What follows belongs to an exercise in optimizing a design on an open flow for small area, a short achievable clock period and few clock cycles per item; a production flow would make more cautious choices.
At most, simulation tests tie the RTL to the original design; equivalence was not proved.
Only the layout flow was run in runs 3, 5 and 6; the RTL was not checked for function there.
Power is estimated from default activity; no workload was simulated.

[design/flow/flow/run.sh]
#!/bin/bash
set -e
echo 'export BUFFER_PORTS_ARGS = -buffer_cell sky130_fd_sc_hd__buf_1' >> config.mk
bash standard.sh > standard.log 2>&1
[design/flow/standard.sh]
#!/bin/bash
# synth_recipe.tcl (not shown) runs the flow's synth.tcl, then flattens the netlist and writes it again
# the make line also repeats each setting of config.mk as NAME=value (left out here)
make -C /OpenROAD-flow-scripts/flow DESIGN_CONFIG=/design/flow/config.mk WORK_HOME=/design/flow/orfs CLKGATE_MAP_FILE= SYNTH_SCRIPT=/design/flow/synth_recipe.tcl "${@:-finish}"
[design/flow/config.mk]
export PLATFORM = sky130hd
export DESIGN_NAME = fp_addsub_top
export DESIGN_NICKNAME = fp_addsub_top
export VERILOG_FILES = /design/flow/design.v
export SDC_FILE = /design/flow/constraint.sdc
export NUM_CORES = 4
export LEC_CHECK = 0
export ABC_AREA = 1
export CAP_MARGIN = 20
export CORE_MARGIN = 2
export CORE_UTILIZATION = 40
export CTS_BUF_LIST = sky130_fd_sc_hd__clkbuf_8
export SETUP_SLACK_MARGIN = 2.8
export SLEW_MARGIN = 20
export TNS_END_PERCENT = 5
export BUFFER_PORTS_ARGS = -buffer_cell sky130_fd_sc_hd__buf_1
[design/flow/constraint.sdc]
create_clock -name core_clock -period 6.5 [get_ports {clk}]
set_input_delay 1.3000 -clock core_clock [delete_from_list [all_inputs] [get_ports {clk}]]
set_output_delay 1.3000 -clock core_clock [all_outputs]
set_load 0.01 [all_outputs]
[design/flow/design.v]
package fp_addsub_pkg;
  typedef struct packed {
    logic                 sign;
    logic [8-1:0] exp;
    logic [23-1:0] frac;
  } fp_word_t;
  typedef struct packed {
    fp_word_t a;
    fp_word_t b;
    logic     sub;    
  } fp_op_t;
  typedef struct packed {
    logic overflow;
    logic underflow;
    logic inexact;
  } fp_flags_t;
  typedef struct packed {
    fp_word_t  value;
    fp_flags_t flags;
  } fp_res_t;
  typedef enum logic [2:0] {
    IDLE,
    PRE_NORMALIZING,
    OPERATION,
    NORMALIZING,
    SHIFTING_EXPONENT,
    ROUNDING,
    RESULT,
    RELEASE
  } lane_state_t;
endpackage
module fp_addsub_top (
  input  logic        clk,
  input  logic        rst_n,
  input  logic        in_req,
  output logic        in_ack,
  input  logic [64:0] in_op,      
  output logic        out_req,
  input  logic        out_ack,
  output logic [34:0] out_res     
);
  logic req_d, acc, v2, v3, rq;
  logic xfer, r1v, ld2;
  assign xfer    = v3 & rq & out_ack;              
  assign out_req = v3 & (rq | ~out_ack);
  assign r1v     = req_d & ~acc;                   
  assign ld2     = in_req & r1v & (~v2 | xfer);    
  assign in_ack  = in_req & (acc | ld2);
  always_ff @(posedge clk) begin
    if (!rst_n) begin
      req_d <= 1'b0;
      acc   <= 1'b0;
      v2    <= 1'b0;
      v3    <= 1'b0;
      rq    <= 1'b0;
    end else begin
      req_d <= in_req;
      acc   <= in_req & in_ack;
      v2    <= ld2 | (v2 & ~xfer);
      v3    <= v2 & ~xfer;
      rq    <= out_req & ~out_ack;
    end
  end
  logic        a_s, b_s, op_sub;
  logic [7:0]  a_e, b_e;
  logic [22:0] a_f, b_f;
  logic        a_nz, b_nz, b_gt, a_ge_e, swap, s_nz;
  logic [7:0]  d_ab, d_ba, d_abm1;
  logic [4:0]  sh_ab, sh_ba;
  logic        sign_a, subx_a;
  logic [7:0]  l_e_a;
  logic [22:0] l_f_a;
  logic [23:0] s_m_a;
  logic [4:0]  sh_a;
  always_comb begin
    {a_s, a_e, a_f, b_s, b_e, b_f, op_sub} = in_op;
  end
  pfx_gt #(31) cmp_i (.a({a_e, a_f}), .b({b_e, b_f}), .gt(b_gt));
  cmp_add #(8) ed_i (.a(a_e), .b(~b_e), .s0(d_abm1), .s1(d_ab), .c1(a_ge_e));
  assign d_ba = ~d_abm1;
  always_comb begin
    a_nz   = |a_e;
    b_nz   = |b_e;
    swap   = b_gt & b_nz;
    sign_a = swap ? (b_s ^ op_sub) : a_s;
    subx_a = a_s ^ b_s ^ op_sub;
    l_e_a  = swap ? b_e : a_e;
    l_f_a  = swap ? b_f : a_f;
    s_nz   = a_nz & b_nz;
    s_m_a  = {s_nz, swap ? a_f : b_f};
    sh_ab  = (~s_nz | (|d_ab[7:5]) | (d_ab[4:0] > 5'd26)) ? 5'd27 : d_ab[4:0];
    sh_ba  = (~s_nz | (|d_ba[7:5]) | (d_ba[4:0] > 5'd26)) ? 5'd27 : d_ba[4:0];
    sh_a   = a_ge_e ? sh_ab : sh_ba;
  end
  logic        sign1, subx1;
  logic [7:0]  l_e1;
  logic [22:0] l_f1;
  logic [23:0] s_m1;
  logic [4:0]  sh1;
  always_ff @(posedge clk) begin
    sign1 <= sign_a;
    subx1 <= subx_a;
    l_e1  <= l_e_a;
    l_f1  <= l_f_a;
    s_m1  <= s_m_a;
    sh1   <= sh_a;
  end
  logic [26:0] s_sh, al;
  logic        sticky, c_b;
  logic [26:0] s_b;
  logic [27:0] sum_b;
  always_comb begin
    s_sh   = {s_m1, 3'b000} >> sh1;
    sticky = 1'b0;
    for (int j = 0; j < 24; j++) begin
      if (5'(j + 3) < sh1) sticky = sticky | s_m1[j];
    end
    al = {s_sh[26:1], s_sh[0] | (sticky & s_m1[23])};
  end
  sk_add #(27) add_i (.a({1'b1, l_f1, 3'b000}), .b(al ^ {27{subx1}}), .cin(subx1),
                      .s(s_b), .cout(c_b));
  assign sum_b = {c_b & ~subx1, s_b};
  logic        sign2, subx2;
  logic [7:0]  l_e2;
  logic [27:0] sum2;
  always_ff @(posedge clk) begin
    if (ld2) begin
      sign2 <= sign1;
      subx2 <= subx1;
      l_e2  <= l_e1;
      sum2  <= sum_b;
    end
  end
  logic        carry, zero, uf, ov, up, lost, rc, kill, g, rs, wsel;
  logic [23:0] keep;
  logic [22:0] rnd;
  logic [4:0]  lz;
  logic [31:0] lzx;
  logic [26:0] norm;
  logic [7:0]  e_f, e_w0, e_w1, e_n0, e_n1;
  logic        sign_d;
  logic [7:0]  e_d;
  logic [22:0] f_d;
  logic [2:0]  fl_d;
  logic [15:0] z1;  logic [15:0]   c1;
  logic [7:0]  z2;  logic [7:0][1:0] c2;
  logic [3:0]  z3;  logic [3:0][2:0] c3;
  logic [1:0]  z4;  logic [1:0][3:0] c4;
  always_comb begin
    lzx = {sum2[26:0], 5'b11111};
    for (int k = 0; k < 16; k++) begin
      z1[k] = ~lzx[2*k+1] & ~lzx[2*k];
      c1[k] = ~lzx[2*k+1];
    end
    for (int k = 0; k < 8; k++) begin
      z2[k] = z1[2*k+1] & z1[2*k];
      c2[k] = z1[2*k+1] ? {1'b1, c1[2*k]} : {1'b0, c1[2*k+1]};
    end
    for (int k = 0; k < 4; k++) begin
      z3[k] = z2[2*k+1] & z2[2*k];
      c3[k] = z2[2*k+1] ? {1'b1, c2[2*k]} : {1'b0, c2[2*k+1]};
    end
    for (int k = 0; k < 2; k++) begin
      z4[k] = z3[2*k+1] & z3[2*k];
      c4[k] = z3[2*k+1] ? {1'b1, c3[2*k]} : {1'b0, c3[2*k+1]};
    end
    lz = z4[1] ? {1'b1, c4[0]} : {1'b0, c4[1]};
  end
  always_comb begin
    carry = sum2[27];
    zero  = (l_e2 == 8'd0) | (sum2 == 28'd0);
    norm  = sum2[26:0];
    if (lz[4]) norm = norm << 16;
    if (lz[3]) norm = norm << 8;
    if (lz[2]) norm = norm << 4;
    if (lz[1]) norm = norm << 2;
    if (lz[0]) norm = norm << 1;
    if (carry) begin
      keep = sum2[27:4];
      g    = sum2[3];
      rs   = |sum2[2:0];
    end else if (sum2[26]) begin
      keep = sum2[26:3];
      g    = sum2[2];
      rs   = |sum2[1:0];
    end else begin
      keep = sum2[25:2];
      g    = sum2[1];
      rs   = sum2[0];
    end
    up   = g & (rs | keep[0]);
    lost = g | rs;
    rc   = up & (&keep);
    wsel = carry | sum2[26] | sum2[25];
  end
  bk_add #(23) rnd_i (.a(keep[22:0]), .b(23'd0), .cin(up), .s(rnd), .cout());
  cmp_add #(8) ew_i (.a(l_e2), .b(carry ? 8'h01 : {8{~sum2[26]}}), .s0(e_w0), .s1(e_w1), .c1());
  cmp_add #(8) en_i (.a(l_e2), .b({3'b111, ~lz[4:1], 1'b1}), .s0(e_n0), .s1(e_n1), .c1());
  assign e_f = wsel ? (rc ? e_w1 : e_w0) : (lz[0] ? e_n0 : e_n1);
  always_comb begin
    if (carry)          ov = (l_e2 >= 8'd254) | ((l_e2 == 8'd253) & rc);
    else if (sum2[26])  ov = (l_e2 == 8'd255) | ((l_e2 == 8'd254) & rc);
    else if (sum2[25])  ov = (l_e2 == 8'd255) & rc;
    else                ov = 1'b0;
    uf   = ~zero & ~carry & (l_e2[7:5] == 3'd0) & (l_e2[4:0] <= lz);
    kill = uf | ov;
    sign_d = zero ? (sign2 & ~subx2) : sign2;
    e_d    = ov ? 8'hff : ((zero | uf) ? 8'd0 : e_f);
    f_d    = (kill | zero) ? 23'd0 : (wsel ? rnd : norm[25:3]);
    fl_d   = {ov, uf, (lost & ~zero) | kill};
  end
  logic        sign3;
  logic [7:0]  e3;
  logic [22:0] f3;
  logic [2:0]  fl3;
  always_ff @(posedge clk) begin
    sign3 <= sign_d;
    e3    <= e_d;
    f3    <= f_d;
    fl3   <= fl_d;
  end
  assign out_res = {sign3, e3, f3, fl3};
endmodule
module bk_add #(parameter int N = 8) (
  input  logic [N-1:0] a,
  input  logic [N-1:0] b,
  input  logic         cin,
  output logic [N-1:0] s,
  output logic         cout
);
  logic [N-1:0] p, gg, pp;
  always_comb begin
    p     = a ^ b;
    gg    = a & b;
    pp    = p;
    gg[0] = gg[0] | (p[0] & cin);
    for (int l = 0; (1 << l) < N; l++) begin
      for (int i = (2 << l) - 1; i < N; i += (2 << l)) begin
        gg[i] = gg[i] | (pp[i] & gg[i - (1 << l)]);
        pp[i] = pp[i] & pp[i - (1 << l)];
      end
    end
    for (int l = 30; l >= 0; l--) begin
      if ((2 << l) <= N) begin
        for (int i = 3 * (1 << l) - 1; i < N; i += (2 << l)) begin
          gg[i] = gg[i] | (pp[i] & gg[i - (1 << l)]);
          pp[i] = pp[i] & pp[i - (1 << l)];
        end
      end
    end
    s[0] = p[0] ^ cin;
    for (int i = 1; i < N; i++) s[i] = p[i] ^ gg[i - 1];
    cout = gg[N - 1];
  end
endmodule
module sk_add #(parameter int N = 8) (
  input  logic [N-1:0] a,
  input  logic [N-1:0] b,
  input  logic         cin,
  output logic [N-1:0] s,
  output logic         cout
);
  logic [N-1:0] p, gg, pp;
  always_comb begin
    p     = a ^ b;
    gg    = a & b;
    pp    = p;
    gg[0] = gg[0] | (p[0] & cin);
    for (int l = 0; (1 << l) < N; l++) begin
      for (int i = 0; i < N; i++) begin
        if ((i & (1 << l)) != 0) begin
          gg[i] = gg[i] | (pp[i] & gg[(i & ~((1 << l) - 1)) - 1]);
          pp[i] = pp[i] & pp[(i & ~((1 << l) - 1)) - 1];
        end
      end
    end
    s[0] = p[0] ^ cin;
    for (int i = 1; i < N; i++) s[i] = p[i] ^ gg[i - 1];
    cout = gg[N - 1];
  end
endmodule
module ks_add #(parameter int N = 8) (
  input  logic [N-1:0] a,
  input  logic [N-1:0] b,
  input  logic         cin,
  output logic [N-1:0] s,
  output logic         cout
);
  logic [N-1:0] p, gg, pp, gn, pn;
  always_comb begin
    p     = a ^ b;
    gg    = a & b;
    pp    = p;
    gg[0] = gg[0] | (p[0] & cin);
    for (int l = 0; (1 << l) < N; l++) begin
      gn = gg;
      pn = pp;
      for (int i = (1 << l); i < N; i++) begin
        gn[i] = gg[i] | (pp[i] & gg[i - (1 << l)]);
        pn[i] = pp[i] & pp[i - (1 << l)];
      end
      gg = gn;
      pp = pn;
    end
    s[0] = p[0] ^ cin;
    for (int i = 1; i < N; i++) s[i] = p[i] ^ gg[i - 1];
    cout = gg[N - 1];
  end
endmodule
module cmp_add #(parameter int N = 8) (
  input  logic [N-1:0] a,
  input  logic [N-1:0] b,
  output logic [N-1:0] s0,
  output logic [N-1:0] s1,
  output logic         c1
);
  logic [N-1:0] p, gg, pp, gn, pn;
  always_comb begin
    p  = a ^ b;
    gg = a & b;
    pp = p;
    for (int l = 0; (1 << l) < N; l++) begin
      gn = gg;
      pn = pp;
      for (int i = (1 << l); i < N; i++) begin
        gn[i] = gg[i] | (pp[i] & gg[i - (1 << l)]);
        pn[i] = pp[i] & pp[i - (1 << l)];
      end
      gg = gn;
      pp = pn;
    end
    s0[0] = p[0];
    s1[0] = ~p[0];
    for (int i = 1; i < N; i++) begin
      s0[i] = p[i] ^ gg[i - 1];
      s1[i] = p[i] ^ (gg[i - 1] | pp[i - 1]);
    end
    c1 = gg[N - 1] | pp[N - 1];
  end
endmodule
module pfx_gt #(parameter int N = 8) (
  input  logic [N-1:0] a,
  input  logic [N-1:0] b,
  output logic         gt
);
  logic [N-1:0] gg, tt;
  always_comb begin
    gg = b & ~a;
    tt = b | ~a;
    for (int l = 0; (1 << l) < N; l++) begin
      for (int i = (2 << l) - 1; i < N; i += (2 << l)) begin
        gg[i] = gg[i] | (tt[i] & gg[i - (1 << l)]);
        tt[i] = tt[i] & tt[i - (1 << l)];
      end
    end
    for (int l = 30; l >= 0; l--) begin
      if ((2 << l) <= N) begin
        for (int i = 3 * (1 << l) - 1; i < N; i += (2 << l)) begin
          gg[i] = gg[i] | (tt[i] & gg[i - (1 << l)]);
          tt[i] = tt[i] & tt[i - (1 << l)];
        end
      end
    end
    gt = gg[N - 1];
  end
endmodule
==> results of run 1 <==
## where the power goes
part,internal (mW),leakage [nW],switching (mW)
sequential,1.05,1.21,0.0901
combinational,0.559,5.20,0.964
clock,0.319,0.201,0.376
## what timing repair did
| action | 4_1_cts | 5_1_grt |
|---|---|---|
| setup endpoints to repair | 57 | 59 |
| hold buffers | 0 | 0 |
| cloned | 4 | 1 |
| pin swaps | 6 | 14 |
| setup buffers | 17 | 28 |
| resized for setup | 45 | 43 |
## flip-flops by register name, indices dropped and copies added (netlist names)
register,count
v3,1
fl3,3
req_d,1
v2,1
rq,1
l_e1,8
sign1,1
l_f1,23
s_m1,24
acc,1
l_e2,8
sh1,5
sign2,1
subx1,1
sum2,28
e3,8
subx2,1
f3,23
sign3,1
## area by class of cell
class / instances / share of cell area, %
multi-input combinational: 1417 / 57.23
sequential: 140 / 23.51
tap: 390 / 3.587
clock buffer: 19 / 1.922
inverter: 214 / 6.043
timing repair inverter: 3 / 0.1656
timing repair buffer: 162 / 6.779
clock inverter: 13 / 0.7634
## cell usage after synthesis, types with 6 or more instances
master / n
a22oi_1: 23
o21ai_2: 9
inv_2: 13
xnor2_1: 7
inv_1: 199
dfxtp_1: 102
nor2_1: 142
nand3_1: 225
nand2_2: 6
nor3_1: 20
clkbuf_1: 28
xor2_1: 49
ha_1: 69
a31oi_1: 7
edfxtp_1: 38
a211oi_1: 7
nand3b_1: 8
o21ai_0: 86
o211ai_1: 13
o21ai_1: 20
nand4_1: 17
buf_6: 8
buf_2: 15
o22ai_1: 11
nand2_1: 539
buf_1: 13
a21oi_1: 80
## kinds of logic (layout without fill, tap and decap cells)
logic type                 after synthesis  count (layout)  synth area share (%)
AOI/OAI and AO/OA                      303             303                 15.69
xor gates and xnor gates                56              56                 4.119
adders and majority gates               74              74                 8.090
buffers and inverters                  283             411                 9.740
DFF                                    140             140                 26.73
muxes                                    4               4                0.3362
and+or+nand+nor                        980             980                 35.30
## per-layer routing
metal / vias up / track usage [%] / wire length [µm]
li1: 6345 / - / -
met1: 5713 / 31.99 / 16560
met2: 584 / 39.16 / 17340
met3: 111 / 3.101 / 2470
met4: 0 / 8.471 / 1340
met5: - / 0 / 0
## final timing paths
check	cells after the start	to
min	0	sign2$_DFFE_PP_
max reg2reg	18	sum2[9]$_DFFE_PP_
max	18	sum2[9]$_DFFE_PP_
min reg2reg	0	sign2$_DFFE_PP_
==> notes.md, run 1 <==
status=finished clean; Antenna diodes=0; Final Core Density=46.14%; PwrDens=246.7 nW/µm²; #FFs+latches synth=140; Hold Path Origin=sign1$_DFF_P_; most frequent CP cell=nand2_1; Ys Warns=27; Placed Cells incl. Taps=2276; antenna violations before repair=0; CP max stage delay=0.39 ns; GPL Wtd Cong=1.035; Initial Utilization=40.40%; Leak Pwr=6.605 nW; clock sink total=140; non-filler cells, final=2358; Total GRT Usage=23.82%; Cell Area, Placed=12540 µm²; VDD IR max=0.1468 mV; Hold Vio Cnt, Final=0; Slew headroom=50.70%; Yosys cell types=65; multi-input logic area=7785 µm²; Hold Slack=0.4053 ns; dpl hpwl=27.97 mm; crit path time final=3.748 ns; Setup Viol. Count Final=0; max-slew violations=0; commonest non-fill, non-tap cells in the layout=nand2_1, nand3_1, inv_1; FF-to-FF Start=sh1[0]$_DFF_P_; post-synth top area cell=dfxtp_1; Inserted Clock Buffers=17; crit path kind=flop to flop; Final Power=3.356 mW; Tcrit/Tclk final=57.66%; Clock Skews=0.02526 ns; final worst slack=2.752 ns; Critical Path RT=6.72 ns; Chip Height=176.5 µm; Rows=63; layout net count=2098; remaining antenna violation count=0; RSZ-0062 raised after global routing=yes; initial drt markers=1272; Synth Flop Type=dfxtp_1; Syn Area/Cell=6.472 µm²; CP startpoint=sh1[0]$_DFF_P_; Fill cells=3135; TNS Setup=0 ns; clock transition at the registers of the reported paths=0.08 ns; post-synthesis sequential area ratio=26.73%; die width=176.5 µm; Post-synth EDFFs=38; Worst Tran Pin Value=0.7378 ns; Core Box Area=29480 µm²; drt drc=0; CP Max Fanout=8; Buf+Inv Stages, Crit Path=5; # IOs=106; WL/cell=15.99 µm; # port buffers=105; crit end category=flop; die area=31170 µm²; Longest Clk Path Bufs=2; clock root buffer master=clkbuf_8; first-pass GRT wire length=59.58 mm; syn_nets=1983; startpoint class of the critical path=flop; CP cell instances=buf_12 -> clkinvlp_4 -> buf_4 -> o21ai_0 -> o21ai_0 -> a32o_1 -> a221oi_2 -> xor2_1 -> ha_1 -> nand2_1 -> inv_1 -> nand3_1 -> nand2_1 -> nand2_1 -> nand2_1 -> buf_4 -> fa_1 -> xor2_1; vias in the first global route=11450; most common cell after layout, fill and taps aside=nand2_1; Post-Layout Inst Area=13600 µm²; GRT overflow=0; worst-skew pair later-pin latency=0.48 ns; R2R setup slack=2.75 ns; Async SR Flop Fraction=0%; layout cells sized above 1=9.553%; register area=3198 µm²; CP arrival=3.97 ns; min-delay worst type=flop to flop; 1st-pass router iterations=6; Setup WS pre-CTS=1.794 ns; Mapped Area=11910 µm²; largest net degree at the start of global routing=57; Synth Instances=1840; via count=12750; CTS tree=built; synth-to-layout area growth=14.23%; final WL=37.72 mm; synth top area cells=dfxtp_1, nand2_1, edfxtp_1; # Max-Cap Violations=0; vias per std cell=5.408; fmax=0.2668 GHz; H-tree depth=4; slowest cell on the critical path=dfxtp_4; delay-heaviest family, CP=compound AO/OA/AOI/OAI gates; post-synth top area share=17.15%
Testbench counts, summed over its fixed seeds: cycles 9,608, items 3,200.
==> run 2, diff against run 1 <==
--- a/design/flow/config.mk
+++ b/design/flow/config.mk
@@ -10,7 +10,7 @@
 export CORE_MARGIN = 2
 export CORE_UTILIZATION = 40
 export CTS_BUF_LIST = sky130_fd_sc_hd__clkbuf_8
-export SETUP_SLACK_MARGIN = 2.8
+export SETUP_SLACK_MARGIN = 3.3
 export SLEW_MARGIN = 20
 export TNS_END_PERCENT = 5
 export BUFFER_PORTS_ARGS = -buffer_cell sky130_fd_sc_hd__buf_1
==> run 2 against run 1 <==
- still clean
- die area unchanged
- fmax up 4.4%
- first-iteration DRC count down 2.9%
- critical path depth unchanged
- worst setup slack better by 0.16 ns
- sequential share of layout area down 0.69 points
- cell count up 0.38%
- sequential power about the same
- global-route usage up 0.64 points
- worst hold slack worse by 0.0043 ns
- critical path type unchanged
- largest power group unchanged
==> notes.md, run 2 <==
status=finished clean; GPL Wtd Cong=0.9983 (-3.5%); layout net count=2107 (+0.43%); top-count cell post-synth=nand2_1; max reg flops=28 (unchanged); Critical Path RT=6.72 ns (about the same); Async SR Flop Fraction=0% (unchanged); TNS Setup=0 ns (unchanged); Setup Viol. Count Final=0 (unchanged); Final Power=3.533 mW (+5.3%); slowest cell on the critical path=dfxtp_4; Hold Path Origin=l_e1[6]$_DFF_P_; post-synthesis sequential area ratio=26.73% (unchanged); die area=31170 µm² (unchanged); initial drt markers=1235 (-2.9%); clock transition at the registers of the reported paths=0.09 ns (about the same); clock power share=20.2% (-0.5 points); Synth Flop Type=dfxtp_1; VDD IR max=0.1297 mV (-12%); # IOs=106 (unchanged); FF-to-FF Start=sh1[1]$_DFF_P_; Hold Vio Cnt, Final=0 (unchanged); Buf+Inv Stages, Crit Path=4 (-1); Post-Layout Inst Area=14010 µm² (+3.0%); Synth Instances=1840 (unchanged); 1st-pass router iterations=6 (unchanged); min-delay worst type=flop to flop; Flop pwr share=32.2% (-1.7 points); final WL=38.10 mm (+1.0%); antenna violations before repair=0 (unchanged); Initial Utilization=40.40% (unchanged); Leak Pwr=6.726 nW (+1.8%); synth top area cells=dfxtp_1, nand2_1, edfxtp_1; clock sink total=140 (unchanged); Longest Clk Path Bufs=2 (unchanged); CP cell instances=buf_12 -> clkinvlp_4 -> buf_4 -> nand3_2 -> o21ai_2 -> mux2i_2 -> a22oi_2 -> nand2_2 -> xor2_1 -> ha_1 -> a21oi_2 -> o21ai_1 -> a21oi_2 -> inv_2 -> a211oi_4 -> nand2_4 -> fa_2 -> xor2_1; layout cells sized above 1=13.05% (+3.5 points); CP arrival=3.81 ns (-0.16 ns); switch share=42.91% (+0.31 points); delay-heaviest family, CP=compound AO/OA/AOI/OAI gates; Rows=63 (unchanged); worst-skew pair later-pin latency=0.48 ns (about the same); # Max-Cap Violations=0 (unchanged); Inserted Clock Buffers=17 (unchanged); vias per std cell=5.443 (+0.64%); syn_nets=1983 (unchanged); final worst slack=2.911 ns (+0.1593 ns); Top reg by flops=sum2; crit end category=flop; largest registers=sum2 x28, s_m1 x24; Comb pwr share=47.5% (+2.1 points); # port buffers=105 (unchanged); Chip Height=176.5 µm (unchanged); RSZ-0062 raised after global routing=yes; post-synth top area cell=dfxtp_1; Syn Area/Cell=6.472 µm² (unchanged); max-slew violations=0 (unchanged); PwrDens=252.2 nW/µm² (+2.2%); via count=12880 (+1.0%); CP max stage delay=0.39 ns (about the same); clock root buffer master=clkbuf_8; startpoint class of the critical path=flop; Yosys cell types=65 (unchanged); die width=176.5 µm (unchanged); Antenna diodes=0 (unchanged); Worst Tran Pin Value=0.7368 ns (-0.0009765 ns); Slew headroom=50.76% (+0.065 points); Mapped Area=11910 µm² (unchanged); CP Max Fanout=9 (+1); largest net degree at the start of global routing=57 (unchanged); internal power=2.017 mW (+4.7%); Total GRT Usage=24.46% (+0.64 points); Clock Skews=0.02289 ns (-0.002375 ns); synth-to-layout area growth=17.64%; #FFs+latches synth=140 (unchanged); vias in the first global route=11870 (+3.6%); Tcrit/Tclk final=55.21% (-2.5 points); fmax=0.2787 GHz (+4.4%); Setup WS pre-CTS=1.840 ns (+0.04606 ns); Core Box Area=29480 µm² (unchanged); WL/cell=16.10 µm (+0.64%); CP startpoint=sh1[1]$_DFF_P_; crit path kind=flop to flop; hold buffers post-CTS=0 (unchanged); Ys Warns=27 (unchanged); commonest non-fill, non-tap cells in the layout=nand2_1, nand3_1, inv_1; crit path time final=3.589 ns (-0.1593 ns); post-synth top area share=17.15% (unchanged); H-tree depth=4 (unchanged); dpl hpwl=27.90 mm (-0.23%); most common cell after layout, fill and taps aside=nand2_1; Sw Pwr=1.516 mW (+6.1%); Cell Area, Placed=12540 µm² (unchanged); CTS tree=built; Post-synth EDFFs=38 (unchanged); first-pass GRT wire length=60.97 mm (+2.3%); most frequent cells after synthesis=nand2_1, nand3_1, inv_1; remaining antenna violation count=0 (unchanged); drt drc=0 (unchanged); GRT overflow=0 (unchanged)
-- run 2: repair_timing --
action / in CTS / in global routing
pin swaps: 23 / 31
cloned: 6 / 1
buffers inserted: 41 / 11
gates resized for setup: 108 / 67
endpoints found under the setup margin: 120 / 119
-- run 2: final timing paths --
kind | to | slack (ns) | cells after the start
worst min register to register | l_e2[6]$_DFFE_PP_ | 0.40 | 0
worst min-delay path | l_e2[6]$_DFFE_PP_ | 0.40 | 0
worst max register to register | sum2[17]$_DFFE_PP_ | 2.91 | 18
worst max-delay path | sum2[17]$_DFFE_PP_ | 2.91 | 18
-- run 2: logic make-up (layout without fill, tap and decap cells) --
family	Yosys count	after routing	synth area share (%)
AOI/OAI and AO/OA	303	303	15.69
muxes	4	4	0.3362
xor gates and xnor gates	56	56	4.119
adders and majority gates	74	74	8.090
and+or+nand+nor	980	980	35.30
DFF	140	140	26.73
buffers and inverters	283	420	9.740
-- run 2: cell type report --
type | count | area [µm²]
clock buffer | 18 | 247.7
clock inverter | 14 | 133.9
fill | 3092 | 15470
inverter | 214 | 825.8
multi-input combinational | 1417 | 8061
sequential | 140 | 3197
tap | 390 | 488.0
timing repair buffer | 171 | 1033
timing repair inverter | 3 | 22.52
-- run 2: layer usage --
metal	wire [µm]	share of wire (%)	global-route usage, %
met1	16330	43	30.90
met3	2329	6.1	3.898
met2	17930	47	41.00
met4	1503	3.9	10.92
met5	0	0	0
-- run 2: per-stage QoR --
stage | std cells | hold WS (ns) | utilization, %
final | 2367 | 0.4010 | 47.52
after global routing | 2367 | 0.4053 | 47.52
after CTS | 2355 | 0.4048 | 46.32
after detailed placement | 2276 | 0.3913 | 42.53
after global placement | 2276 | 0.3898 | 42.53
after floorplan | 1840 | 0.3855 | -
-- run 2: worst reg2reg max path, cell delays in order, from the launching register on --
cell and delay, ns:
dfxtp_4 0.39, buf_12 0.14, clkinvlp_4 0.20, buf_4 0.20, nand3_2 0.07, o21ai_2 0.09
mux2i_2 0.22, a22oi_2 0.09, nand2_2 0.10, xor2_1 0.14, ha_1 0.27, a21oi_2 0.19
o21ai_1 0.11, a21oi_2 0.17, inv_2 0.07, a211oi_4 0.27, nand2_4 0.10, fa_2 0.36
xor2_1 0.14
-- run 2: power by group through the flow --
stage / sequential, mW / combinational (mW) / clock [mW]
floorplan: 1.13 / 0.988 / 0
global placement: 1.15 / 1.32 / 0
detailed placement: 1.15 / 1.32 / 0
CTS: 1.13 / 1.54 / 0.732
global route: 1.15 / 1.87 / 0.770
finish: 1.14 / 1.68 / 0.715
==> run 3, diff against run 2 <==
--- a/design/flow/design.v
+++ b/design/flow/design.v
@@ -117,7 +117,7 @@
     end
     al = {s_sh[26:1], s_sh[0] | (sticky & s_m1[23])};
   end
-  sk_add #(27) add_i (.a({1'b1, l_f1, 3'b000}), .b(al ^ {27{subx1}}), .cin(subx1),
+  ks_add #(27) add_i (.a({1'b1, l_f1, 3'b000}), .b(al ^ {27{subx1}}), .cin(subx1),
                       .s(s_b), .cout(c_b));
   assign sum_b = {c_b & ~subx1, s_b};
   logic        sign2, subx2;
--- a/design/flow/config.mk
+++ b/design/flow/config.mk
@@ -9,7 +9,6 @@
 export CAP_MARGIN = 20
 export CORE_MARGIN = 2
 export CORE_UTILIZATION = 40
-export CTS_BUF_LIST = sky130_fd_sc_hd__clkbuf_8
 export SETUP_SLACK_MARGIN = 3.3
 export SLEW_MARGIN = 20
 export TNS_END_PERCENT = 5
==> run 3 against run 2 <==
- still clean
- critical path depth down 11
- critical path type is now input port to output pin
- flip-flop and latch count unchanged
- highest routed layer unchanged
- wire length up 27%
- sequential power about the same
- count of clock-buffer cells in the layout down 1
==> notes.md, run 3 <==
status=finished clean; r2r endpoint=sum2[26]$_DFFE_PP_; final WL=48.43 mm (+27%); post-synth top area share=17.60% (+0.45 points); CP arrival=2.01 ns (-1.80 ns); RSZ-0062 raised after global routing=yes; most frequent cells after synthesis=nand2_1, nand3_1, inv_1; Total GRT Usage=28.39% (+3.9 points); Yosys cell types=64 (-1.5%); crit path time final=3.306 ns (-0.2832 ns); GPL Wtd Cong=1.027 (+2.9%); die area=33110 µm² (+6.2%); synth-to-layout area growth=27.94%; Slew headroom=53.00% (+2.2 points); Clock Skews=0.01570 ns (-0.007186 ns); # Max-Cap Violations=0 (unchanged); clock root buffer master=clkbuf_16; remaining antenna violation count=0 (unchanged); clock sink total=140 (unchanged); CP max stage delay=0.16 ns (-0.23 ns); CTS tree=built; H-tree depth=4 (unchanged); Worst Tran Pin Value=0.7050 ns (-0.03179 ns); Buf+Inv Stages, Crit Path=3 (-1); largest registers=sum2 x28, s_m1 x24; worst-skew pair later-pin latency=0.44 ns (-0.04 ns); Antenna diodes=0 (unchanged); Async SR Flop Fraction=0% (unchanged); Longest Clk Path Bufs=2 (unchanged); Leak Pwr=7.352 nW (+9.3%); Inserted Clock Buffers=17 (unchanged); Hold Vio Cnt, Final=0 (unchanged); non-filler cells, final=2595 (+9.6%); Rows=65 (+3.2%); Setup Viol. Count Final=0 (unchanged); VDD IR max=0.2094 mV (+61%); CP Max Fanout=3 (-6); Ys Warns=27 (unchanged); synth top area cells=nand2_1, dfxtp_1, nand3_1; hold worst-path end=l_e2[5]$_DFFE_PP_; most common cell after layout, fill and taps aside=nand2_1; most frequent CP cell=nor2_2; layout net count=2319 (+10%); die width=182.0 µm (+3.1%); #FFs+latches synth=140 (unchanged); post-synthesis sequential area ratio=25.12% (-1.6 points); fmax=0.3025 GHz (+8.6%); slowest cell on the critical path=buf_4; first-pass GRT wire length=73.77 mm (+21%); max reg flops=28 (unchanged); vias per std cell=5.682 (+4.4%); post-synth top area cell=nand2_1; Hold Path Origin=l_e1[5]$_DFF_P_; Worst Reg2Reg Path Length in Cells=19 (+1); dpl hpwl=34.77 mm (+25%); hold path depth=0 (unchanged); top-count cell post-synth=nand2_1; Synth Flop Type=dfxtp_1; CP cell instances=buf_6 -> nand3b_1 -> buf_4 -> a21oi_4 -> nor2_2 -> nor2_2 -> buf_2; max-slew violations=0 (unchanged); Core Box Area=31390 µm² (+6.5%); R2R setup slack=3.20 ns (+0.29 ns); vias in the first global route=13700 (+15%); Placed Cells incl. Taps=2433 (+6.9%); Top reg by flops=sum2; GRT overflow=0 (unchanged); min-delay worst type=flop to flop; TNS Setup=0 ns (unchanged); drt drc=0 (unchanged); FF-to-FF Start=sh1[0]$_DFF_P_; PwrDens=253.8 nW/µm² (+0.63%); CP startpoint=in_req; commonest non-fill, non-tap cells in the layout=nand2_1, nand3_1, inv_1; layout cells sized above 1=21.25% (+8.2 points); Syn Area/Cell=6.383 µm² (-1.4%); Fill cells=3060 (-1.0%); # port buffers=105 (unchanged); hold buffers post-CTS=0 (unchanged); WL/cell=18.66 µm (+16%); Critical Path RT=5.20 ns (-1.52 ns); Tcrit/Tclk final=50.85% (-4.4 points); syn_nets=2124 (+7.1%); crit path kind=input port to output pin; startpoint class of the critical path=input port; antenna violations before repair=0 (unchanged); clock transition at the registers of the reported paths=0.07 ns (-0.02 ns); crit end category=output pin; # IOs=106 (unchanged); Initial Utilization=40.36% (about the same); Synth Instances=1985 (+7.9%); delay-heaviest family, CP=buffers and inverters; largest net degree at the start of global routing=58 (+1.8%); initial drt markers=1471 (+19%); 1st-pass router iterations=6 (unchanged); via count=14740 (+14%); Chip Height=182.0 µm (+3.1%); Post-synth EDFFs=38 (unchanged); Mapped Area=12670 µm² (+6.4%)
run 3: changes by cell type after synthesis, sizes merged, moves of 8 or more:
cell and delta:
nand2 +63, a21oi +35, nor2 +26, a31oi +13, inv -12, o21ai +12, buf +9, nand3 +8
run 3: layout make-up:
cell class / instances / area (µm²) / area share, %
Multi-Input combinational cell: 1576 / 9376 / 57.85
Sequential cell: 140 / 3199 / 19.74
Timing Repair Buffer: 241 / 1715 / 10.58
Inverter: 202 / 800.8 / 4.940
Tap cell: 402 / 503.0 / 3.103
Clock buffer: 17 / 425.4 / 2.624
Clock inverter: 15 / 176.4 / 1.088
Timing Repair inverter: 2 / 12.51 / 0.07719
run 3: stage by stage:
stage / total power [mW] / hold WS (ns) / worst slack [ns] / utilization [%] / instance area, µm²
global placement: 2.552 / 0.3884 / 1.943 / 42.28 / 13270
finish: 4.114 / 0.4034 / 3.194 / 51.63 / 16210
floorplan: 2.129 / 0.3855 / 2.808 / - / 12690
CTS: 3.842 / 0.4062 / 3.247 / 48.74 / 15300
global route: 4.340 / 0.4110 / 3.099 / 51.63 / 16210
detailed placement: 2.550 / 0.3895 / 1.813 / 42.28 / 13270
run 3: cells by family (layout without fill, tap and decap cells):
kind of cell               after synthesis  count (layout)  synth area share, %
AOI/OAI and AO/OA                      357             357                17.73
xor gates and xnor gates                54              54                3.733
adders and majority gates               70              70                7.031
buffers and inverters                  273             477                9.214
DFF                                    140             140                25.12
and+or+nand+nor                       1091            1095                37.17
run 3: what timing repair did:
action	4_1_cts	5_1_grt
pin swaps	39	52
cloned	11	3
endpoints found under the hold margin	0	0
setup endpoints to repair	120	117
gates resized for setup	176	143
setup buffers	81	35
run 3: worst register-to-register path: cells and delay by family, from the launching register on:
family	cells	cell delay (ns)
AO/OA/AOI/OAI	6	1.05
adder cells (fa/ha/maj)	1	0.28
flip-flops	1	0.40
buffers and inverters	3	0.40
XOR/XNOR	1	0.17
AND/OR/NAND/NOR	8	0.76
run 3: power breakdown:
part           switching, mW  leakage [nW]  internal (mW)  total [mW]
registers             0.0844          1.21           1.04        1.12
logic                   1.23          5.85          0.760        1.99
clock network          0.458         0.293          0.550        1.01
total                   1.77          7.35           2.35        4.11
run 3: metal layers:
metal  global-route usage (%)  wire length [µm]
met3                    3.730              2936
met1                    33.91             19160
met5                        0                 0
met4                    15.06              2961
met2                    49.67             23370
run 3: worst max path at each step:
stage,endpoint,slack [ns],cells past startpoint
floorplan,in_ack,2.81,4
global placement,f3[14]$_SDFF_PP0_,1.94,14
detailed placement,f3[12]$_SDFF_PP0_,1.81,14
CTS,sum2[20]$_DFFE_PP_,3.25,21
global route,sum2[26]$_DFFE_PP_,3.10,17
finish,in_ack,3.19,7
==> run 4, diff against run 3 <==
--- a/design/flow/design.v
+++ b/design/flow/design.v
@@ -117,7 +117,7 @@
     end
     al = {s_sh[26:1], s_sh[0] | (sticky & s_m1[23])};
   end
-  ks_add #(27) add_i (.a({1'b1, l_f1, 3'b000}), .b(al ^ {27{subx1}}), .cin(subx1),
+  sk_add #(27) add_i (.a({1'b1, l_f1, 3'b000}), .b(al ^ {27{subx1}}), .cin(subx1),
                       .s(s_b), .cout(c_b));
   assign sum_b = {c_b & ~subx1, s_b};
   logic        sign2, subx2;
--- a/design/flow/config.mk
+++ b/design/flow/config.mk
@@ -9,7 +9,8 @@
 export CAP_MARGIN = 20
 export CORE_MARGIN = 2
 export CORE_UTILIZATION = 40
-export SETUP_SLACK_MARGIN = 3.3
+export CTS_BUF_LIST = sky130_fd_sc_hd__clkbuf_8
+export SETUP_SLACK_MARGIN = 3.6
 export SLEW_MARGIN = 20
-export TNS_END_PERCENT = 5
+export TNS_END_PERCENT = 0
 export BUFFER_PORTS_ARGS = -buffer_cell sky130_fd_sc_hd__buf_1
==> run 4 against run 3 <==
- non-clock buffer count fell by 79
- synthesized cell count fell by 7.3%
- worst setup slack worse by 0.34 ns
- design area down 14%
- wire length down 22%
- die area shrank 5.9%
- flip-flop and latch count is the same
- worst hold slack worse by 0.0022 ns
- largest cell class unchanged
==> notes.md, run 4 <==
status=finished clean; synth-to-layout area growth=16.87%; via count=12830 (-13%); die width=176.5 µm (-3.0%); final WL=37.97 mm (-22%); Antenna diodes=0 (unchanged); clock root buffer master=clkbuf_8; layout cells sized above 1=12.50% (-8.7 points); crit path kind=flop to flop; Cell Area, Placed=12540 µm² (-5.5%); Core Box Area=29480 µm² (-6.1%); Chip Height=176.5 µm (-3.0%); 1st-pass router iterations=7 (+1); max-slew violations=0 (unchanged); Worst Reg2Reg Path Length in Cells=17 (-2); #FFs+latches synth=140 (unchanged); PwrDens=251.5 nW/µm² (-0.89%); uppermost layer routed=met4; H-tree depth=4 (unchanged); initial drt markers=1227 (-17%); largest net degree at the start of global routing=57 (-1.7%); vias per std cell=5.441 (-4.2%); Top reg by flops=sum2; Initial Utilization=40.40% (about the same); non-filler cells, final=2358 (-9.1%); worst-skew pair later-pin latency=0.48 ns (+0.04 ns); top-count cell post-synth=nand2_1; clock sink total=140 (unchanged); met2 wire length=17.61 mm (-25%); Ys Warns=27 (unchanged); CP cell instances=buf_12 -> clkinvlp_4 -> buf_4 -> o21ai_2 -> mux2i_2 -> a22oi_2 -> nand2_2 -> xor2_1 -> ha_1 -> a21oi_2 -> o21ai_1 -> a21oi_2 -> inv_2 -> a211oi_4 -> nand2_4 -> fa_2 -> xor2_1; fmax=0.2739 GHz (-9.5%); most common cell after layout, fill and taps aside=nand2_1; VDD IR max=0.1445 mV (-31%); Placed Cells incl. Taps=2276 (-6.5%); met3 wire len=2.340 mm (-20%); Rows=63 (-3.1%); Synth Instances=1840 (-7.3%); commonest non-fill, non-tap cells in the layout=nand2_1, nand3_1, inv_1; Critical Path RT=6.73 ns (+1.53 ns); GRT overflow=0 (unchanged); CP Max Fanout=13 (+10); crit end category=flop; Setup Viol. Count Final=0 (unchanged); Async SR Flop Fraction=0% (unchanged); crit path time final=3.651 ns (+0.3450 ns); min-delay worst type=flop to flop; Mapped Area=11910 µm² (-6.0%); antenna violations before repair=0 (unchanged); TNS Setup=0 ns (unchanged); # IOs=106 (unchanged); Fill cells=3114 (+1.8%); Longest Clk Path Bufs=2 (unchanged); slowest cell on the critical path=dfxtp_4; Slew headroom=51.71% (-1.3 points); Syn Area/Cell=6.472 µm² (+1.4%); layout net count=2098 (-9.5%); WL/cell=16.10 µm (-14%); RSZ-0062 raised after global routing=yes; Worst Tran Pin Value=0.7226 ns (+0.01764 ns); synth top area cells=dfxtp_1, nand2_1, edfxtp_1; Tcrit/Tclk final=56.16% (+5.3 points); CP arrival=3.88 ns (+1.87 ns); most frequent cells after synthesis=nand2_1, nand3_1, inv_1; Inserted Clock Buffers=17 (unchanged); startpoint class of the critical path=flop; GPL Wtd Cong=0.9983 (-2.8%); drt drc=0 (unchanged); Leak Pwr=6.698 nW (-8.9%); first-pass GRT wire length=60.40 mm (-18%); die area=31170 µm² (-5.9%); Clock Skews=0.02329 ns (+0.007587 ns); post-synth top area share=17.15% (-0.45 points); largest registers=sum2 x28, s_m1 x24; dpl hpwl=27.90 mm (-20%); Hold Vio Cnt, Final=0 (unchanged); Post-synth EDFFs=38 (unchanged); M1 WL=16.32 mm (-15%); remaining antenna violation count=0 (unchanged); post-synth top area cell=dfxtp_1; vias in the first global route=11750 (-14%); # port buffers=105 (unchanged); CTS tree=built; max reg flops=28 (unchanged); # Max-Cap Violations=0 (unchanged); post-synthesis sequential area ratio=26.73% (+1.6 points); hold path depth=0 (unchanged); Total GRT Usage=24.23% (-4.2 points); CP max stage delay=0.39 ns (+0.23 ns); Yosys cell types=65 (+1.6%); Post-Layout Inst Area=13920 µm² (-14%); syn_nets=1983 (-6.6%); Synth Flop Type=dfxtp_1; clock transition at the registers of the reported paths=0.09 ns (+0.02 ns)
[run 4: cell types whose count changed after synthesis, sizes merged, moves of 8 or more]
cell,delta
a31oi,-13
buf,-9
nand2,-63
nand3,-8
o21ai,-12
inv,+12
a21oi,-35
nor2,-26
[run 4: power by group]
group | total [mW] | leakage, nW | switching (mW) | internal [mW]
combinational | 1.64 | 5.30 | 1.02 | 0.623
clock | 0.719 | 0.194 | 0.399 | 0.320
sequential | 1.14 | 1.21 | 0.0894 | 1.05
[run 4: stage by stage]
stage	total power, mW	hold WS, ns	util (%)	setup slack, ns
2_1_floorplan	2.121	0.3855	-	2.808
3_3_place_gp	2.473	0.3898	42.53	1.819
3_5_place_dp	2.474	0.3913	42.53	1.840
4_1_cts	3.340	0.4048	45.64	2.885
5_1_grt	3.755	0.4053	47.21	2.739
6_report	3.501	0.4012	47.21	2.849
[run 4: final cells by class]
class                   count  area (µm²)  share of cell area [%]
repair buffers            162       958.4                   6.886
flip-flops and latches    140        3197                   22.97
multi-input cells        1417        8046                   57.81
clock inverters            14       133.9                  0.9619
well taps                 390       488.0                   3.506
repair inverters            3       22.52                  0.1618
inverters                 214       824.5                   5.924
clock buffers              18       247.7                   1.780
[run 4: routing by layer]
metal	global-route usage [%]	up-vias
met5	0	-
met4	11.29	0
met3	3.811	137
met2	40.22	552
met1	30.79	5803
li1	-	6338
[run 4: cells by family after synthesis]
family / synth area share, %
and+or+nand+nor: 35.30
AOI/OAI and AO/OA: 15.69
buffers and inverters: 9.740
DFF: 26.73
adders and majority gates: 8.090
xor gates and xnor gates: 4.119
muxes: 0.3362
[run 4: path summary, 6_finish.rpt]
check / end / slack, ns / start
setup / recovery: sum2[17]$_DFFE_PP_ / 2.85 / sh1[1]$_DFF_P_
hold / removal: l_e2[6]$_DFFE_PP_ / 0.40 / l_e1[6]$_DFF_P_
setup reg to reg: sum2[17]$_DFFE_PP_ / 2.85 / sh1[1]$_DFF_P_
hold reg to reg: l_e2[6]$_DFFE_PP_ / 0.40 / l_e1[6]$_DFF_P_
[run 4: critical path, delay by kind of cell (launching register included)]
family | cells | cell delay, ns
AOI/OAI and AO/OA | 6 | 1.11
and+or+nand+nor | 2 | 0.18
xor gates and xnor gates | 2 | 0.28
DFF | 1 | 0.39
adders and majority gates | 2 | 0.68
muxes | 1 | 0.11
buffers and inverters | 4 | 0.65
[run 4: timing repair]
action / CTS / global route
buffers inserted: 25 / 19
cloned: 5 / 1
hold buffers: 0 / 0
hold endpoints to repair: 0 / 0
setup endpoints to repair: 125 / 123
pin swaps: 19 / 37
gates resized for setup: 86 / 83
Testbench counts of run 4, summed over its fixed seeds: cycles 9,608, items 3,200.
==> run 5, diff against run 4 <==
--- a/design/flow/design.v
+++ b/design/flow/design.v
@@ -96,7 +96,7 @@
   logic [7:0]  l_e1;
   logic [22:0] l_f1;
   logic [23:0] s_m1;
-  logic [4:0]  sh1;
+  logic [4:0]  sh1, sh1_n;
   always_ff @(posedge clk) begin
     sign1 <= sign_a;
     subx1 <= subx_a;
@@ -104,16 +104,19 @@
     l_f1  <= l_f_a;
     s_m1  <= s_m_a;
     sh1   <= sh_a;
+    sh1_n <= ~sh_a;                     
   end
-  logic [26:0] s_sh, al;
+  logic [26:0] s_sh, s_sh_l, al;
   logic        sticky, c_b;
   logic [26:0] s_b;
   logic [27:0] sum_b;
   always_comb begin
     s_sh   = {s_m1, 3'b000} >> sh1;
+    s_sh_l = {s_m1, 3'b000} >> ~sh1_n;
+    s_sh[12:0] = s_sh_l[12:0];
     sticky = 1'b0;
     for (int j = 0; j < 24; j++) begin
-      if (5'(j + 3) < sh1) sticky = sticky | s_m1[j];
+      if (5'(j + 3) < ~sh1_n) sticky = sticky | s_m1[j];
     end
     al = {s_sh[26:1], s_sh[0] | (sticky & s_m1[23])};
   end
--- a/design/flow/config.mk
+++ b/design/flow/config.mk
@@ -9,8 +9,7 @@
 export CAP_MARGIN = 20
 export CORE_MARGIN = 2
 export CORE_UTILIZATION = 40
-export CTS_BUF_LIST = sky130_fd_sc_hd__clkbuf_8
-export SETUP_SLACK_MARGIN = 3.6
+export SETUP_SLACK_MARGIN = 3.3
 export SLEW_MARGIN = 20
-export TNS_END_PERCENT = 0
+export TNS_END_PERCENT = 5
 export BUFFER_PORTS_ARGS = -buffer_cell sky130_fd_sc_hd__buf_1
==> run 5 against run 4 <==
- first-iteration DRC count is 0.90% lower
- clock skew is 0.012 ns lower
- critical path depth is 1 higher
- critical path type unchanged
- highest routed layer unchanged
==> notes.md, run 5 <==
post-synth top area share=18.29% (+1.1 points); max-slew violations=0 (unchanged); fmax=0.2875 GHz (+5.0%); Placed Cells incl. Taps=2410 (+5.9%); crit path time final=3.478 ns (-0.1728 ns); Sw Pwr=1.411 mW (-6.5%); remaining antenna violation count=0 (unchanged); CTS tree=built; syn_nets=2112 (+6.5%); post-synth top area cell=nand2_1; Leak Pwr=7.114 nW (+6.2%); multi-input logic area=8563 µm² (+6.4%); vias per std cell=5.405 (-0.65%); CP Max Fanout=7 (-6); most common cell after layout, fill and taps aside=nand2_1; Tcrit/Tclk final=53.50% (-2.7 points); Hold Vio Cnt, Final=0 (unchanged); first-pass GRT wire length=65.83 mm (+9.0%); layout net count=2235 (+6.5%); layout cells sized above 1=13.35% (+0.85 points); GPL Wtd Cong=1.005 (+0.63%); Rows=64 (+1.6%); Clock Skews=0.01099 ns (-0.01230 ns); final worst slack=3.022 ns (+0.1728 ns); clock sink total=145 (+3.6%); startpoint class of the critical path=flop; Inserted Clock Buffers=17 (unchanged); initial drt markers=1216 (-0.90%); # Max-Cap Violations=0 (unchanged); internal power=2.247 mW (+13%); largest registers=sum2 x28, s_m1 x24; final WL=41.12 mm (+8.3%); Slew headroom=49.97% (-1.7 points); crit end category=flop; max reg flops=28 (unchanged); Async SR Flop Fraction=0% (unchanged); Worst Reg2Reg Path Length in Cells=18 (+1); R2R setup slack=3.02 ns (+0.17 ns); Chip Height=180.6 µm (+2.3%); PwrDens=245.0 nW/µm² (-2.6%); Setup WS pre-CTS=2.058 ns (+0.2179 ns); H-tree depth=4 (unchanged); Synth Instances=1969 (+7.0%); commonest non-fill, non-tap cells in the layout=nand2_1, nand3_1, inv_1; clock root buffer master=clkbuf_16; vias in the first global route=12810 (+9.1%); via count=13520 (+5.4%); top-count cell post-synth=nand2_1; min-delay worst type=flop to flop; crit path kind=flop to flop; hold buffers post-CTS=0 (unchanged); clock power share=28.5% (+8.0 points); synth top area cells=nand2_1, dfxtp_1, nand3_1; Antenna diodes=0 (unchanged); Ys Warns=27 (unchanged); Initial Utilization=40.69% (+0.30 points); Worst Setup EP=sum2[17]$_DFFE_PP_; worst-skew pair later-pin latency=0.43 ns (-0.05 ns); Total GRT Usage=24.80% (+0.57 points); post-synthesis sequential area ratio=26.31% (-0.42 points); dpl hpwl=30.35 mm (+8.8%); r2r endpoint=sum2[17]$_DFFE_PP_; Longest Clk Path Bufs=2 (unchanged); CP startpoint=sh1_n[0]$_DFF_P_; Top reg by flops=sum2; RSZ-0062 raised after global routing=yes; synth-to-layout area growth=19.68%; Flop pwr share=32.0% (-0.5 points); GRT overflow=0 (unchanged); status=finished clean; Mapped Area=12480 µm² (+4.8%); Synth Flop Type=dfxtp_1; drt drc=0 (unchanged); most frequent cells after synthesis=nand2_1, nand3_1, inv_1; antenna violations before repair=0 (unchanged); # port buffers=105 (unchanged); largest net degree at the start of global routing=57 (unchanged); Fill cells=3114 (unchanged); register area=3307 µm² (+3.4%); Final Core Density=48.70% (+1.5 points); Critical Path RT=6.68 ns (-0.05 ns); TNS Setup=0 ns (unchanged); #FFs+latches synth=145 (+3.6%); # IOs=106 (unchanged); non-filler cells, final=2501 (+6.1%); Setup Viol. Count Final=0 (unchanged); Syn Area/Cell=6.339 µm² (-2.1%); FF-to-FF Start=sh1_n[0]$_DFF_P_; Comb pwr share=39.5% (-7.5 points); Post-synth EDFFs=38 (unchanged); clock transition at the registers of the reported paths=0.06 ns (-0.03 ns); VDD IR max=0.2072 mV (+43%); Yosys cell types=59 (-9.2%); switch share=38.58% (-4.5 points); die area=32630 µm² (+4.7%); Worst Tran Pin Value=0.7426 ns (+0.01991 ns); WL/cell=16.44 µm (+2.1%); CP arrival=3.65 ns (-0.23 ns); die width=180.6 µm (+2.3%); 1st-pass router iterations=5 (-2); Core Box Area=30670 µm² (+4.0%)
## run 5: per-stage QoR
| step | total power, mW | instance area [µm²] | hold slack, ns |
|---|---|---|---|
| after floorplan | 2.071 | 12560 | 0.3855 |
| after CTS | 3.606 | 14700 | 0.4036 |
| after detailed placement | 2.394 | 13180 | 0.3887 |
| after global placement | 2.389 | 13180 | 0.3878 |
| after global routing | 3.907 | 14940 | 0.4117 |
| final | 3.659 | 14940 | 0.4042 |
## run 5: final cells by class
class	instances	share of cell area, %
multi-input cells	1525	57.33
inverters	231	5.973
well taps	396	3.317
clock buffers	21	3.300
repair buffers	168	6.860
clock inverters	11	0.9214
flip-flops and latches	145	22.14
repair inverters	4	0.1592
## run 5: power groups by stage
stage          Clock (mW)  Sequential, mW  Combinational, mW
4_1_cts              1.07            1.17               1.37
3_3_place_gp            0            1.18               1.21
3_5_place_dp            0            1.18               1.21
6_report             1.04            1.17               1.44
2_1_floorplan           0            1.15              0.919
5_1_grt              1.10            1.18               1.62
## run 5: metal layers
metal,GRT usage [%],vias up,wire length [µm]
met4,11.23,0,1880
met3,3.618,120,2181
met2,42.68,500,19610
met1,30.56,6117,17450
met5,0,-,0
li1,-,6782,-
## run 5: cell families after synthesis
logic type | synth area share [%]
AND/OR/NAND/NOR | 37.39
buffers and inverters | 9.644
AO/OA/AOI/OAI | 14.49
flip-flops | 26.31
adder cells (fa/ha/maj) | 7.719
XOR/XNOR | 3.649
multiplexers | 0.8020
## run 5: worst min path at each step
stage | start | depth (start not counted) | slack (ns) | end
CTS | l_e1[6]$_DFF_P_ | 0 | 0.40 | l_e2[6]$_DFFE_PP_
detailed placement | l_e1[6]$_DFF_P_ | 0 | 0.39 | l_e2[6]$_DFFE_PP_
global route | l_e1[6]$_DFF_P_ | 0 | 0.41 | l_e2[6]$_DFFE_PP_
finish | l_e1[6]$_DFF_P_ | 0 | 0.40 | l_e2[6]$_DFFE_PP_
global placement | l_e1[6]$_DFF_P_ | 0 | 0.39 | l_e2[6]$_DFFE_PP_
floorplan | l_e1[0]$_DFF_P_ | 0 | 0.39 | l_e2[0]$_DFFE_PP_
## run 5: critical path: stages (launching register included)
cell,delay [ns]
dfxtp_4,0.37
buf_12,0.13
clkinvlp_4,0.20
buf_6,0.19
a21oi_4,0.18
mux2i_4,0.11
buf_4,0.15
o311ai_4,0.23
xor2_1,0.16
inv_1,0.09
ha_4,0.24
a21oi_4,0.13
nor2_1,0.06
a211oi_2,0.19
nand2_2,0.11
nand2_1,0.09
nand2_2,0.08
fa_2,0.34
xor2_1,0.16
## run 5: timing repair
action,in CTS,in global routing
resized for setup,135,41
setup buffers,40,8
gates cloned,8,3
pin swaps,22,17
endpoints found under the setup margin,124,123
==> run 6, diff against run 5 <==
--- a/design/flow/design.v
+++ b/design/flow/design.v
@@ -96,7 +96,7 @@
   logic [7:0]  l_e1;
   logic [22:0] l_f1;
   logic [23:0] s_m1;
-  logic [4:0]  sh1, sh1_n;
+  logic [4:0]  sh1;
   always_ff @(posedge clk) begin
     sign1 <= sign_a;
     subx1 <= subx_a;
@@ -104,19 +104,16 @@
     l_f1  <= l_f_a;
     s_m1  <= s_m_a;
     sh1   <= sh_a;
-    sh1_n <= ~sh_a;                     
   end
-  logic [26:0] s_sh, s_sh_l, al;
+  logic [26:0] s_sh, al;
   logic        sticky, c_b;
   logic [26:0] s_b;
   logic [27:0] sum_b;
   always_comb begin
     s_sh   = {s_m1, 3'b000} >> sh1;
-    s_sh_l = {s_m1, 3'b000} >> ~sh1_n;
-    s_sh[12:0] = s_sh_l[12:0];
     sticky = 1'b0;
     for (int j = 0; j < 24; j++) begin
-      if (5'(j + 3) < ~sh1_n) sticky = sticky | s_m1[j];
+      if (5'(j + 3) < sh1) sticky = sticky | s_m1[j];
     end
     al = {s_sh[26:1], s_sh[0] | (sticky & s_m1[23])};
   end
@@ -140,7 +137,7 @@
   logic [4:0]  lz;
   logic [31:0] lzx;
   logic [26:0] norm;
-  logic [7:0]  e_f, e_w0, e_w1, e_n0, e_n1;
+  logic [7:0]  e_f, le1;
   logic        sign_d;
   logic [7:0]  e_d;
   logic [22:0] f_d;
@@ -197,9 +194,8 @@
     wsel = carry | sum2[26] | sum2[25];
   end
   bk_add #(23) rnd_i (.a(keep[22:0]), .b(23'd0), .cin(up), .s(rnd), .cout());
-  cmp_add #(8) ew_i (.a(l_e2), .b(carry ? 8'h01 : {8{~sum2[26]}}), .s0(e_w0), .s1(e_w1), .c1());
-  cmp_add #(8) en_i (.a(l_e2), .b({3'b111, ~lz[4:1], 1'b1}), .s0(e_n0), .s1(e_n1), .c1());
-  assign e_f = wsel ? (rc ? e_w1 : e_w0) : (lz[0] ? e_n0 : e_n1);
+  bk_add #(8)  le1_i (.a(l_e2), .b(8'd0), .cin(1'b1), .s(le1), .cout());
+  bk_add #(8)  ef_i  (.a(le1), .b(carry ? 8'h00 : {3'b111, ~lz}), .cin(rc), .s(e_f), .cout());
   always_comb begin
     if (carry)          ov = (l_e2 >= 8'd254) | ((l_e2 == 8'd253) & rc);
     else if (sum2[26])  ov = (l_e2 == 8'd255) | ((l_e2 == 8'd254) & rc);
--- a/design/flow/config.mk
+++ b/design/flow/config.mk
@@ -9,6 +9,7 @@
 export CAP_MARGIN = 20
 export CORE_MARGIN = 2
 export CORE_UTILIZATION = 40
+export CTS_BUF_LIST = sky130_fd_sc_hd__clkbuf_8
 export SETUP_SLACK_MARGIN = 3.3
 export SLEW_MARGIN = 20
 export TNS_END_PERCENT = 5
==> run 6 against run 5 <==
- via count decreased by 5.1%
- sequential power down 3%
- fmax rose by 0.39%
- worst setup slack better by 0.014 ns
- sequential share of layout area is 1.3 points lower
- die area fell by 6.1%
- wire length shrank 1.7%
- global-route usage is 0.54 points higher
- count of clock-buffer cells in the layout is 4 lower
- design area grew 2.8%
- core utilization up 4.7 points
- largest cell class unchanged
- largest power group unchanged
==> notes.md, run 6 <==
post-synthesis sequential area ratio=27.19% (+0.88 points); VDD IR max=0.1475 mV (-29%); crit path kind=flop to flop; antenna violations before repair=0 (unchanged); Slew headroom=60.96% (+11 points); top-count cell post-synth=nand2_1; Rows=62 (-3.1%); crit path time final=3.464 ns (-0.01359 ns); max-slew violations=0 (unchanged); Initial Utilization=40.68% (about the same); post-synth top area cell=dfxtp_1; Placed Cells incl. Taps=2173 (-9.8%); status=finished clean; remaining antenna violation count=0 (unchanged); fmax=0.2887 GHz (+0.39%); CP arrival=3.67 ns (+0.02 ns); Syn Area/Cell=6.698 µm² (+5.7%); Final Power=3.560 mW (-2.7%); clock transition at the registers of the reported paths=0.09 ns (+0.03 ns); layout cells sized above 1=23.82% (+10 points); Ys Warns=39 (+44%); Tcrit/Tclk final=53.29% (-0.21 points); # Max-Cap Violations=0 (unchanged); Total GRT Usage=25.34% (+0.54 points); most common cell after layout, fill and taps aside=nand2_1; WL/cell=16.83 µm (+2.3%); dpl hpwl=26.26 mm (-13%); 1st-pass router iterations=7 (+2); Worst Reg2Reg Path Length in Cells=20 (+2); vias in the first global route=12150 (-5.2%); clock sink total=140 (-3.4%); # IOs=106 (unchanged); Setup Viol. Count Final=0 (unchanged); GRT overflow=0 (unchanged); RSZ-0062 raised after global routing=yes; GPL Wtd Cong=0.9236 (-8.1%); startpoint class of the critical path=flop; PwrDens=231.8 nW/µm² (-5.4%); Longest Clk Path Bufs=2 (unchanged); #FFs+latches synth=140 (-3.4%); max reg flops=28 (unchanged); die width=175.1 µm (-3.1%); worst-skew pair later-pin latency=0.47 ns (+0.04 ns); Inserted Clock Buffers=17 (unchanged); via count=12830 (-5.1%); layout net count=2152 (-3.7%); initial drt markers=1208 (-0.66%); post-synth top area share=17.44% (-0.84 points); Clock Skews=0.02664 ns (+0.01565 ns); CTS tree=built; Synth Flop Type=dfxtp_1; largest registers=sum2 x28, s_m1 x24; Async SR Flop Fraction=0% (unchanged); non-filler cells, final=2403 (-3.9%); Hold Vio Cnt, Final=0 (unchanged); H-tree depth=4 (unchanged); crit end category=flop; Mapped Area=11710 µm² (-6.2%); final WL=40.43 mm (-1.7%); # port buffers=105 (unchanged); Yosys cell types=60 (+1.7%); syn_nets=1894 (-10%); Core Box Area=28780 µm² (-6.2%); Antenna diodes=0 (unchanged); vias per std cell=5.338 (-1.2%); CP Max Fanout=8 (+1); min-delay worst type=flop to flop; Worst Tran Pin Value=0.5857 ns (-0.1569 ns); hold path depth=0 (unchanged); Critical Path RT=6.71 ns (+0.03 ns); Synth Instances=1748 (-11%); TNS Setup=0 ns (unchanged); synth top area cells=dfxtp_1, nand2_1, edfxtp_1; clock root buffer master=clkbuf_8; largest net degree at the start of global routing=57 (unchanged); most frequent cells after synthesis=nand2_1, nand3_1, inv_1; drt drc=0 (unchanged); Leak Pwr=7.347 nW (+3.3%); first-pass GRT wire length=62.29 mm (-5.4%); commonest non-fill, non-tap cells in the layout=nand2_1, nand3_1, inv_1; die area=30650 µm² (-6.1%); Fill cells=2733 (-12%); Chip Height=175.1 µm (-3.1%); synth-to-layout area growth=31.19%; Top reg by flops=sum2; Post-synth EDFFs=38 (unchanged)
==> run 6: changes by cell type after synthesis, moves of 23 or more <==
| cell | delta |
|---|---|
| a21oi_1 | -23 |
| o21ai_0 | -44 |
| inv_1 | -42 |
| nor2_1 | -28 |
| clkbuf_1 | -24 |
| nand3_1 | -36 |
| o21ai_1 | +29 |
| nand2_1 | -100 |
==> run 6: kinds of logic (layout without fill, tap and decap cells) <==
family | Yosys count | count (layout) | synth area share (%)
AND/OR/NAND/NOR | 894 | 900 | 33.02
AO/OA/AOI/OAI | 293 | 293 | 15.76
buffers and inverters | 281 | 546 | 10.52
flip-flops | 140 | 140 | 27.19
adder cells (fa/ha/maj) | 77 | 77 | 8.742
XOR/XNOR | 58 | 58 | 4.339
multiplexers | 5 | 5 | 0.4275
==> run 6: area by class of cell <==
class	count	area (µm²)	area share, %
clock buffers	17	234.0	1.523
clock inverters	15	161.4	1.051
inverters	205	852.1	5.548
multi-input cells	1333	7989	52.02
flip-flops and latches	140	3199	20.83
well taps	384	480.5	3.128
repair buffers	307	2425	15.79
repair inverters	2	17.52	0.1141
==> run 6: layer usage <==
layer,track usage (%),wire length (µm),up-vias
met4,13.23,2086,0
met2,43.53,19300,564
li1,-,-,6304
met1,31.19,16790,5816
met5,0,0,-
met3,2.894,2256,144
==> run 6: report_power, final <==
group	total, mW	internal (mW)	leakage [nW]	switching, mW
clock network	0.737	0.348	0.203	0.389
registers	1.13	1.04	1.21	0.0883
logic	1.70	0.726	5.94	0.970
total	3.56	2.11	7.35	1.45
==> run 6: final timing paths <==
| kind | start | to | slack (ns) |
|---|---|---|---|
| setup / recovery | sh1[0]$_DFF_P_ | sum2[9]$_DFFE_PP_ | 3.04 |
| hold / removal | l_e1[7]$_DFF_P_ | l_e2[7]$_DFFE_PP_ | 0.41 |
| setup reg to reg | sh1[0]$_DFF_P_ | sum2[9]$_DFFE_PP_ | 3.04 |
| hold reg to reg | l_e1[7]$_DFF_P_ | l_e2[7]$_DFFE_PP_ | 0.41 |
==> run 6: through the flow <==
| step | cell area [µm²] | util, % | setup slack [ns] | hold slack [ns] |
|---|---|---|---|---|
| finish | 15360 | 53.36 | 3.036 | 0.4139 |
| global route | 15360 | 53.36 | 2.873 | 0.4167 |
| CTS | 14630 | 50.83 | 3.097 | 0.4147 |
| detailed placement | 12240 | 42.52 | 2.015 | 0.3910 |
| global placement | 12240 | 42.52 | 2.054 | 0.3910 |
| floorplan | 11730 | - | 2.808 | 0.3855 |
==> run 6: worst max-delay path: stages, from the launching register on <==
cell and delay, ns:
dfxtp_4 0.41, buf_12 0.17, inv_12 0.07, buf_6 0.13
nand2_2 0.10, o211ai_1 0.28, o2111ai_2 0.18, a211oi_2 0.24
nand3_2 0.12, a21oi_2 0.19, ha_2 0.21, ha_4 0.13
nand2_1 0.04, inv_1 0.05, nand3_1 0.08, nand2_2 0.09
nand2_2 0.06, nand2_4 0.11, inv_1 0.06, fa_1 0.37
xnor2_1 0.13
==> run 6: what timing repair did <==
action | CTS | global route
setup buffers | 148 | 28
pin swaps | 41 | 61
gates cloned | 16 | 6
hold buffers | 0 | 0
resized for setup | 156 | 118
endpoints found under the setup margin | 120 | 117

[what the ideal ports hide]
The results above use ideal ports. As a check the final layouts listed here were re-extracted and re-timed, cells and wires unchanged. Step 1 sets driving cells, clkbuf_16 on the clock port and buf_2 on the other inputs (assumed; they add their load-dependent delay and slew). Step 2 times the ports against the registers' clock, not the clock port: input delays grow and output delays shrink by t, the midpoint of the rising clock arrivals with the driver on. Three values: ideal ports, drivers, drivers and shift; two values: the first two.
| run | shift t [ns] | slack for setup (ns) | latest minus earliest clock arrival (ns) |
|---|---|---|---|
| run 1 | 0.508 | 2.752 / 2.752 / 2.465 | 0.025 / 0.025 |
| run 2 | 0.510 | 2.911 / 2.911 / 2.613 | 0.023 / 0.023 |
| run 3 | 0.487 | 3.194 / 3.156 / 2.763 | 0.015 / 0.016 |
| run 4 | 0.516 | 2.849 / 2.849 / 2.617 | 0.024 / 0.023 |
| run 5 | 0.475 | 3.022 / 3.022 / 2.677 | 0.013 / 0.013 |
| run 6 | 0.497 | 3.036 / 3.036 / 2.561 | 0.026 / 0.026 |
After both steps every run listed still meets setup and hold. The setup slack of run 6, which loses most, moves by 0.000 ns with the drivers and by -0.475 ns with both steps.
